Source: an optimization exercise on an open RTL-to-GDS flow (aim: small area). Production flows keep margins and buffers that such runs may drop.
In this exercise RTL edits were held to simulation tests only and were not proved equivalent to the original.
The clock port is modelled as an ideal driver; clocking choices that lean on that would not hold on a real chip.
Power and IR drop assume default switching activity.

## tft_top
module tft_top (
	input  logic                clk,
	input  logic                n_reset,
	output tft_pkg::mem_req_t   mem,
	input  logic                rdy,
	input  logic                ifrdy,
	input  tft_pkg::rgb565_t    data,
	output tft_pkg::tft_pixel_t pixel,
	output tft_pkg::tft_sync_t  sync,
	output logic                underrun
);
logic flush;
logic first;
logic near_stb;
tft_timing timing_i (
	.clk      (clk),
	.n_reset  (n_reset),
	.sync     (sync),
	.flush    (flush),
	.first    (first),
	.near_stb (near_stb)
);
tft_fetch fetch_i (
	.clk      (clk),
	.n_reset  (n_reset),
	.sync     (sync),
	.flush    (flush),
	.first    (first),
	.near_stb (near_stb),
	.mem      (mem),
	.rdy      (rdy),
	.ifrdy    (ifrdy),
	.data     (data),
	.pixel    (pixel),
	.underrun (underrun)
);
endmodule
==> flow/config.mk <==
export PLATFORM = sky130hd
export DESIGN_NAME = tft_top
export DESIGN_NICKNAME = tft_top
export VERILOG_FILES = /design/flow/design.v
export SDC_FILE = /design/flow/constraint.sdc
export NUM_CORES = 4
export LEC_CHECK = 0
export CAP_MARGIN = 10
export CORE_MARGIN = 2
export CORE_UTILIZATION = 40
export SLEW_MARGIN = 10
==> flow/constraint.sdc <==
create_clock -name core_clock -period 10.0 [get_ports {clk}]
set_input_delay 2.0000 -clock core_clock [delete_from_list [all_inputs] [get_ports {clk}]]
set_output_delay 2.0000 -clock core_clock [all_outputs]
set_load 0.01 [all_outputs]
standard.sh (not shown) runs the stock make flow with config.mk's settings and CLKGATE_MAP_FILE= SYNTH_SCRIPT=/design/flow/synth_recipe.tcl, a recipe that flattens the netlist after the stock synthesis.
==> flow/flow/run.sh <==
#!/bin/bash
# Standard ORFS layout with three changes: ports are buffered with buf_1,
# constants come from one tie cell per value, and CTS adds no dummy loads.
set -euo pipefail
export BUFFER_PORTS_ARGS="-buffer_cell sky130_fd_sc_hd__buf_1"
export SKIP_REPAIR_TIE_FANOUT=1
export CTS_ARGS="-sink_clustering_enable -repair_clock_nets -dont_use_dummy_load"
bash standard.sh synth > synth.log 2>&1
bash standard.sh "BUFFER_PORTS_ARGS=$BUFFER_PORTS_ARGS" "SKIP_REPAIR_TIE_FANOUT=$SKIP_REPAIR_TIE_FANOUT" "CTS_ARGS=$CTS_ARGS" finish > layout.log 2>&1
Then changed:
--- a/flow/flow/run.sh
+++ b/flow/flow/run.sh
@@ -6,3 +6,3 @@
 export SKIP_REPAIR_TIE_FANOUT=1
-export CTS_ARGS="-sink_clustering_enable -repair_clock_nets -dont_use_dummy_load"
+export CTS_ARGS="-sink_clustering_enable -repair_clock_nets -dont_use_dummy_load -root_buf sky130_fd_sc_hd__clkbuf_8 -buf_list sky130_fd_sc_hd__clkbuf_4 -sink_clustering_size 8 -sink_clustering_max_diameter 30"
 bash standard.sh synth > synth.log 2>&1
- CAP_MARGIN: 10 -> 20
- CORE_UTILIZATION: 40 -> 70
- SLEW_MARGIN: 10 -> 20
Effect: Cell count went down by 14%; total power came out lower by 0.41%; worst hold slack stays flat; non-clock buffer count stays the same; design area fell by 1.8%.
Then changed:
--- a/flow/flow/run.sh
+++ b/flow/flow/run.sh
@@ -6,3 +6,3 @@
 export SKIP_REPAIR_TIE_FANOUT=1
-export CTS_ARGS="-sink_clustering_enable -repair_clock_nets -dont_use_dummy_load -root_buf sky130_fd_sc_hd__clkbuf_8 -buf_list sky130_fd_sc_hd__clkbuf_4 -sink_clustering_size 8 -sink_clustering_max_diameter 30"
+export CTS_ARGS="-sink_clustering_enable -repair_clock_nets -dont_use_dummy_load"
 bash standard.sh synth > synth.log 2>&1
- CORE_UTILIZATION: 70 -> 40
Result: The changed run went through all stages and came out clean; worst setup slack gets worse by 0.056 ns; wire length came out higher by about 12%; register-to-register slack loses 0.07 ns; power grows by about 0.4%; count of clock-buffer cells in the layout stays the same; synthesized cell count does not change; final area increases by about 1.9%; clock skew climbs by 0.0098 ns; first-iteration DRC count came out lower by about 0.7%; sequential share of layout area shrinks by 1.1 points.
Then changed:
- GPL_ROUTABILITY_DRIVEN: default -> 0
- GPL_TIMING_DRIVEN: default -> 0
=>
- critical path depth rises by 2
- die area is unchanged
- worst hold slack stays flat
- global-route usage is higher by 0.32 points
- area after synthesis is unchanged
- cell count is higher by 9.7%
Then changed:
- CORE_UTILIZATION: 40 -> 70
- GPL_ROUTABILITY_DRIVEN: 0 -> default
- GPL_TIMING_DRIVEN: 0 -> default
The changed run ran to the end with no violations.
Wire length decreases by roughly a tenth.
Clock skew decreases by 0.0044 ns.
Total power decreases by a few percent.
Sequential share of layout area increases by 5.2 points.
Die area decreases by well over a third.
Utilization increases by 29 points.
Clock power decreases by a few percent.
Via count decreases by a few percent.
Design area decreases by a little under a tenth.
Area after synthesis is unchanged.

---

Setup of job 2911:
tft_top, a different RTL version from the one above (not shown whole).
For scale: ~260 cells after synthesis, roughly 91 flip-flops, about 74 I/O pins, about 0.0038 mm2 of cells after synthesis.
// tft_top
module tft_top (
	input  logic                clk,
	input  logic                n_reset,
	output tft_pkg::mem_req_t   mem,
	input  logic                rdy,
	input  logic                ifrdy,
	input  tft_pkg::rgb565_t    data,
	output tft_pkg::tft_pixel_t pixel,
	output tft_pkg::tft_sync_t  sync,
	output logic                underrun
);
clock: 10.0 ns
lec_check: 0
cap_margin: 20
core_margin: 2
core_utilization: 40
slew_margin: 20
==> flow/flow/run.sh <==
#!/bin/bash
# Standard ORFS layout with three changes: ports are buffered with buf_1,
# constants come from one tie cell per value, and CTS adds no dummy loads.
set -euo pipefail
export BUFFER_PORTS_ARGS="-buffer_cell sky130_fd_sc_hd__buf_1"
export SKIP_REPAIR_TIE_FANOUT=1
export CTS_ARGS="-sink_clustering_enable -repair_clock_nets -dont_use_dummy_load"
bash standard.sh synth > synth.log 2>&1
bash standard.sh "POST_CTS_TCL=$PWD/flow/post_cts.tcl" "BUFFER_PORTS_ARGS=$BUFFER_PORTS_ARGS" "SKIP_REPAIR_TIE_FANOUT=$SKIP_REPAIR_TIE_FANOUT" "CTS_ARGS=$CTS_ARGS" RECOVER_POWER=100 finish > layout.log 2>&1
==> flow/flow/post_cts.tcl <==
# Downsize clock buffers where the flip-flop clock pins keep a slew below
# slew_limit (in the library's time unit, ns) by the placement estimate.
set slew_limit 0.125
set sizes {sky130_fd_sc_hd__clkbuf_2 sky130_fd_sc_hd__clkbuf_4}
set block [ord::get_db_block]

proc clock_sink_slew {} {
  set worst 0.0
  foreach pin [get_pins -hierarchical */CLK] {
    set s [get_property $pin slew_max]
    if {$s > $worst} { set worst $s }
  }
  return $worst
}

estimate_parasitics -placement
set bufs {}
foreach inst [$block getInsts] {
  if {[[$inst getMaster] getName] eq "sky130_fd_sc_hd__clkbuf_8"} {
    set net [[$inst findITerm X] getNet]
    if {$net ne "NULL" && [$net getSigType] eq "CLOCK"} { lappend bufs [$inst getName] }
  }
}
puts "post_cts: clock buffers $bufs, worst sink slew [clock_sink_slew]"
foreach name $bufs {
  set kept sky130_fd_sc_hd__clkbuf_8
  foreach size $sizes {
    replace_cell $name $size
    estimate_parasitics -placement
    set w [clock_sink_slew]
    if {$w <= $slew_limit} {
      set kept $size
      break
    }
  }
  if {$kept eq "sky130_fd_sc_hd__clkbuf_8"} { replace_cell $name $kept; estimate_parasitics -placement }
  puts "post_cts: $name -> $kept (worst sink slew [clock_sink_slew])"
}
Job 2911 completed every stage of the flow, and the final layout passed the timing, DRC and antenna checks.
The inputs of job 1735 differ from those of job 2911 as listed below.
==> flow/flow/run.sh <==
#!/bin/bash
# Standard ORFS layout with three changes: ports are buffered with buf_1,
# constants come from one tie cell per value, and CTS adds no dummy loads.
set -euo pipefail
export BUFFER_PORTS_ARGS="-buffer_cell sky130_fd_sc_hd__buf_1"
export SKIP_REPAIR_TIE_FANOUT=1
export CTS_ARGS="-sink_clustering_enable -repair_clock_nets -dont_use_dummy_load"
bash standard.sh synth > synth.log 2>&1
bash standard.sh "BUFFER_PORTS_ARGS=$BUFFER_PORTS_ARGS" "SKIP_REPAIR_TIE_FANOUT=$SKIP_REPAIR_TIE_FANOUT" "CTS_ARGS=$CTS_ARGS" GPL_KEEP_OVERFLOW=0 finish > layout.log 2>&1
removed: flow/flow/post_cts.tcl
Notes after the runs:
All of job 1735 and job 2911 finish clean.
Job 1735 has global-route usage above what job 2911 had.
For the clock period minus worst slack, job 1735 came in 0.15 ns lower than job 2911 did.
Summary of job 1735 over job 2911: final net count climbed 1; number of vias per cell after detailed routing dropped about 0.4%; worst setup slack climbed 0.15 ns.

==> afterwards: timing with drivers on the ports <==
The results above use ideal ports. As a check the final layouts listed here were re-extracted and re-timed, cells and wires unchanged.
Step 1, drivers: a clkbuf_16 drives clk and a buf_2 each remaining input, both assumed.
Step 2 moves the port delays by t, midway between the first and last clock arrival at a register: inputs arrive t later, outputs are due t later. That takes back most of the time a late clock gives input paths.
Slacks: no drivers / after step 1 / after step 2; pairs: no drivers / after step 1.
run	shift t [ns]	setup WS [ns]	latest minus earliest clock arrival (ns)
the first run of note 1	0.361	5.510 / 5.479 / 5.841	0.035 / 0.035
the second run of note 1	0.359	5.567 / 5.536 / 5.895	0.018 / 0.018
the third run of note 1	0.361	5.510 / 5.479 / 5.841	0.035 / 0.035
the fourth run of note 1	0.366	5.573 / 5.544 / 5.911	0.032 / 0.031
the fifth run of note 1	0.359	5.567 / 5.536 / 5.895	0.018 / 0.018
job 2911	0.489	5.721 / 5.692 / 6.132	0.031 / 0.031
job 1735	0.377	5.870 / 5.838 / 6.137	0.024 / 0.024
After both steps every run listed still meets setup and hold.
